What follows belongs to an exercise in optimizing a design on an open flow for small area and a short achievable clock period; a production flow would make more cautious choices. In this exercise RTL edits were held to simulation tests only and were not proved equivalent to the original. The flow treats the clock pin as an ideal source, which a real chip does not have.

==> run a <==
Design reg_file_sb, start of the top module:
module reg_file_sb #(
  parameter int XLEN     = 32,
  parameter int NREGS    = 32,
  parameter int ZERO_REG = 1,
  parameter int ADDR_W   = $clog2(NREGS)
) (
  input  logic              clk,
  input  logic              rst,
  input  logic [ADDR_W-1:0] rs1,
  input  logic [ADDR_W-1:0] rs2,
  input  logic              read_reg_port1,
  input  logic              read_reg_port2,
  output logic [XLEN-1:0]   rs1_data,
  output logic [XLEN-1:0]   rs2_data,
  output logic              rs1_busy,
  output logic              rs2_busy,
  input  logic              issue_valid,
  input  logic [ADDR_W-1:0] issue_rd,
  input  logic              wb_signal,
  input  logic [ADDR_W-1:0] rd,
  input  logic [XLEN-1:0]   wb_data,
  output logic [ADDR_W:0]   busy_count
);
==> module reg_file_sb, before the edit <==
module reg_file_sb #(
  parameter int XLEN     = 32,
  parameter int NREGS    = 32,
  parameter int ZERO_REG = 1,
  parameter int ADDR_W   = $clog2(NREGS)
) (
  input  logic              clk,
  input  logic              rst,
  input  logic [ADDR_W-1:0] rs1,
  input  logic [ADDR_W-1:0] rs2,
  input  logic              read_reg_port1,
  input  logic              read_reg_port2,
  output logic [XLEN-1:0]   rs1_data,
  output logic [XLEN-1:0]   rs2_data,
  output logic              rs1_busy,
  output logic              rs2_busy,
  input  logic              issue_valid,
  input  logic [ADDR_W-1:0] issue_rd,
  input  logic              wb_signal,
  input  logic [ADDR_W-1:0] rd,
  input  logic [XLEN-1:0]   wb_data,
  output logic [ADDR_W:0]   busy_count
);
  localparam int LO = (ZERO_REG != 0) ? 1 : 0;
  logic [XLEN-1:0]  rdat  [NREGS];
  logic [NREGS-1:0] valid;
  logic [NREGS-1:0] busy;
  logic [ADDR_W:0]  count;
  logic [NREGS-1:0] wr_sel;
  logic [NREGS-1:0] iss_sel;
  logic [NREGS-1:0] rd1_sel;
  logic [NREGS-1:0] rd2_sel;
  logic             n_set;
  logic             n_clr;
  always_comb begin
    wr_sel  = '0;
    iss_sel = '0;
    rd1_sel = '0;
    rd2_sel = '0;
    for (int r = LO; r < NREGS; r++) begin
      wr_sel[r]  = wb_signal      && (rd       == ADDR_W'(r));
      iss_sel[r] = issue_valid    && (issue_rd == ADDR_W'(r));
      rd1_sel[r] = read_reg_port1 && (rs1      == ADDR_W'(r));
      rd2_sel[r] = read_reg_port2 && (rs2      == ADDR_W'(r));
    end
  end
  for (genvar r = 0; r < NREGS; r++) begin : g_reg
    if (r < LO) begin : g_zero
      assign rdat[r]  = {XLEN{1'b0}};
      assign valid[r] = 1'b0;
      assign busy[r]  = 1'b0;
    end else begin : g_store
      logic [XLEN-1:0] data;
      logic            vld;
      logic            bsy;
      always_ff @(posedge clk) begin
        if (wr_sel[r]) data <= wb_data;
      end
      always_ff @(posedge clk or posedge rst) begin
        if (rst) begin
          vld   <= 1'b0;
          bsy   <= 1'b0;
        end else begin
          vld   <= vld | wr_sel[r];
          bsy   <= iss_sel[r] | (bsy & ~wr_sel[r]);
        end
      end
      assign rdat[r]  = data;
      assign valid[r] = vld;
      assign busy[r]  = bsy;
    end
  end
  logic [NREGS-1:0] dat1_sel;
  logic [NREGS-1:0] dat2_sel;
  assign dat1_sel = rd1_sel & valid;
  assign dat2_sel = rd2_sel & valid;
  for (genvar b = 0; b < XLEN; b++) begin : g_rbit
    logic [NREGS-1:0] col;
    for (genvar r = 0; r < NREGS; r++) begin : g_col
      assign col[r] = rdat[r][b];
    end
    reg_file_sb_rdbit #(.N(NREGS - LO)) u_rd1 (
      .sel(dat1_sel[NREGS-1:LO]), .d(col[NREGS-1:LO]), .o(rs1_data[b]));
    reg_file_sb_rdbit #(.N(NREGS - LO)) u_rd2 (
      .sel(dat2_sel[NREGS-1:LO]), .d(col[NREGS-1:LO]), .o(rs2_data[b]));
  end
  assign rs1_busy = |(rd1_sel & busy);
  assign rs2_busy = |(rd2_sel & busy);
  always_comb begin
    n_set = |(iss_sel & ~busy);
    n_clr = |(wr_sel & ~iss_sel & busy);
  end
  always_ff @(posedge clk or posedge rst) begin
    if (rst) count <= '0;
    else     count <= count + {{ADDR_W{1'b0}}, n_set} - {{ADDR_W{1'b0}}, n_clr};
  end
  assign busy_count = count;
endmodule
==> module reg_file_sb_rdbit, before the edit <==
module reg_file_sb_rdbit #(
  parameter int N = 32
) (
  input  logic [N-1:0] sel,
  input  logic [N-1:0] d,
  output logic         o
);
  localparam int NG = (N + 2) / 3;
  logic [3*NG-1:0] s;
  logic [3*NG-1:0] x;
  logic [NG-1:0]   y;
  assign s = {{(3*NG-N){1'b0}}, sel};
  assign x = {{(3*NG-N){1'b0}}, d};
  for (genvar g = 0; g < NG; g++) begin : g_grp
    if (3*g + 2 < N) begin : g_3
      reg_file_sb_aoi222 u_aoi (
        .a0(s[3*g]), .b0(x[3*g]), .a1(s[3*g+1]), .b1(x[3*g+1]),
        .a2(s[3*g+2]), .b2(x[3*g+2]), .y(y[g]));
    end else begin : g_rest
      assign y[g] = ~|(s[3*g +: 3] & x[3*g +: 3]);
    end
  end
  assign o = ~&y;
endmodule
==> module reg_file_sb_aoi222, before the edit <==
module reg_file_sb_aoi222 (
  input  logic a0, b0, a1, b1, a2, b2,
  output logic y
);
  assign y = ~((a0 & b0) | (a1 & b1) | (a2 & b2));
endmodule
clock: 28.0 ns
lec_check: 0
cap_margin: 20
core_margin: 2
core_utilization: 40
slew_margin: 20
synth_hierarchical: 1
synth_minimum_keep_size: 0
standard.sh (not shown) runs the stock make flow with config.mk's settings and CLKGATE_MAP_FILE= SYNTH_SCRIPT=/design/flow/synth_recipe.tcl, a recipe that flattens the netlist after the stock synthesis.
==> flow/flow/run.sh <==
#!/bin/bash
# Standard ORFS layout (the standard.sh) with three changes:
#  - port buffers are buf_4 instead of the library's default pick;
#  - the clock tree uses clkbuf_16 in clusters of up to 24 sinks, without
#    dummy loads;
#  - after clock tree synthesis, flow/post_cts.tcl sizes up gates on the
#    slowest paths.
# The make output goes to standard.log; ORFS keeps each step's log under
# orfs/logs/.
set -euo pipefail
here=$(pwd)
export BUFFER_PORTS_ARGS="-buffer_cell sky130_fd_sc_hd__buf_4"
export CTS_ARGS="-sink_clustering_enable -repair_clock_nets -buf_list sky130_fd_sc_hd__clkbuf_16 -sink_clustering_size 24 -sink_clustering_max_diameter 60 -dont_use_dummy_load"
export POST_CTS_TCL="$here/flow/post_cts.tcl"
bash standard.sh finish > standard.log 2>&1
==> flow/flow/post_cts.tcl <==
# After clock tree synthesis and its standard timing repair: size up gates
# on the slowest paths (no buffering), then legalise the placement again.
estimate_parasitics -placement
repair_timing -setup -setup_margin 15 -sequence "sizeup,swap" -skip_last_gasp -verbose
detailed_placement
estimate_parasitics -placement
==> inputs of run b, as changes to run a <==
--- a/flow/design.v
+++ b/flow/design.v
@@ -81,6 +81,4 @@
     end
-    reg_file_sb_rdbit #(.N(NREGS - LO)) u_rd1 (
-      .sel(dat1_sel[NREGS-1:LO]), .d(col[NREGS-1:LO]), .o(rs1_data[b]));
-    reg_file_sb_rdbit #(.N(NREGS - LO)) u_rd2 (
-      .sel(dat2_sel[NREGS-1:LO]), .d(col[NREGS-1:LO]), .o(rs2_data[b]));
+    reg_file_sb_rdbit #(.N(NREGS)) u_rd1 (.sel(dat1_sel), .d(col), .o(rs1_data[b]));
+    reg_file_sb_rdbit #(.N(NREGS)) u_rd2 (.sel(dat2_sel), .d(col), .o(rs2_data[b]));
   end
@@ -105,24 +103,3 @@
 );
-  localparam int NG = (N + 2) / 3;
-  logic [3*NG-1:0] s;
-  logic [3*NG-1:0] x;
-  logic [NG-1:0]   y;
-  assign s = {{(3*NG-N){1'b0}}, sel};
-  assign x = {{(3*NG-N){1'b0}}, d};
-  for (genvar g = 0; g < NG; g++) begin : g_grp
-    if (3*g + 2 < N) begin : g_3
-      reg_file_sb_aoi222 u_aoi (
-        .a0(s[3*g]), .b0(x[3*g]), .a1(s[3*g+1]), .b1(x[3*g+1]),
-        .a2(s[3*g+2]), .b2(x[3*g+2]), .y(y[g]));
-    end else begin : g_rest
-      assign y[g] = ~|(s[3*g +: 3] & x[3*g +: 3]);
-    end
-  end
-  assign o = ~&y;
+  assign o = |(sel & d);
 endmodule
-module reg_file_sb_aoi222 (
-  input  logic a0, b0, a1, b1, a2, b2,
-  output logic y
-);
-  assign y = ~((a0 & b0) | (a1 & b1) | (a2 & b2));
-endmodule
==> flow/run.sh (new file) <==
#!/bin/bash
# synth_recipe.tcl (not shown) runs the flow's synth.tcl, then flattens the netlist and writes it again
# the make line also repeats each setting of config.mk as NAME=value (left out here)
make -C /OpenROAD-flow-scripts/flow DESIGN_CONFIG=/design/flow/config.mk WORK_HOME=/design/flow/orfs CLKGATE_MAP_FILE= SYNTH_SCRIPT=/design/flow/synth_recipe.tcl finish
removed: flow/flow/run.sh
removed: flow/flow/post_cts.tcl
removed: flow/standard.sh
==> results.sh <==
export IMPL_synthToLayoutAreaGrowth_pct=13.85
export IMPL_viasPerCell=7.938
export IMPL_run_status="timing/DRC/antenna clean"
export IMPL_synth_xor_area_frac=0.001025
export IMPL_tap_cells=1391
export IMPL_powerClk_uw=992
export IMPL_skew_ns=0.03528
export IMPL_wirelength_microns=172500
The numbers above come from run a.

==> results.sh <==
export IMPL_synth_xor_area_frac=0.0009808
export IMPL_viasPerCell=6.973
export IMPL_tap_cells=1488
export IMPL_synthToLayoutAreaGrowth_pct=17.28
export IMPL_wirelength_microns=170700
export IMPL_powerClk_mw=1.46
export IMPL_run_status="timing/DRC/antenna clean"
The numbers above come from run b.

==> port drivers added, routing unchanged <==
The flow's constraints put no driver on any port. The routed layouts listed below were extracted and timed again, unchanged, in two steps.
Step 1 (the two cells are an assumption about what drives the block):
set clk [get_ports {clk}]
set_driving_cell -lib_cell sky130_fd_sc_hd__clkbuf_16 $clk
set_driving_cell -lib_cell sky130_fd_sc_hd__buf_2 [delete_from_list [all_inputs] $clk]
Step 2 moves the port delays by t, midway between the first and last clock arrival at a register: inputs arrive t later, outputs are due t later. That takes back most of the time a late clock gives input paths.
a / b / c = ideal ports / drivers / drivers and shift; a / b = the first two.
run	t, ns	slack for setup (ns)	worst setup path at the end	latest minus earliest clock arrival (ns)
run a	0.696	14.467 / 14.399 / 14.399	input to output	0.087 / 0.088
run b	0.780	12.751 / 12.696 / 12.696	input to output	0.047 / 0.047
After both steps setup and hold are still met in every run listed. The setup slack of run a, which loses most, moves by -0.068 ns with the drivers and by -0.068 ns with both steps.
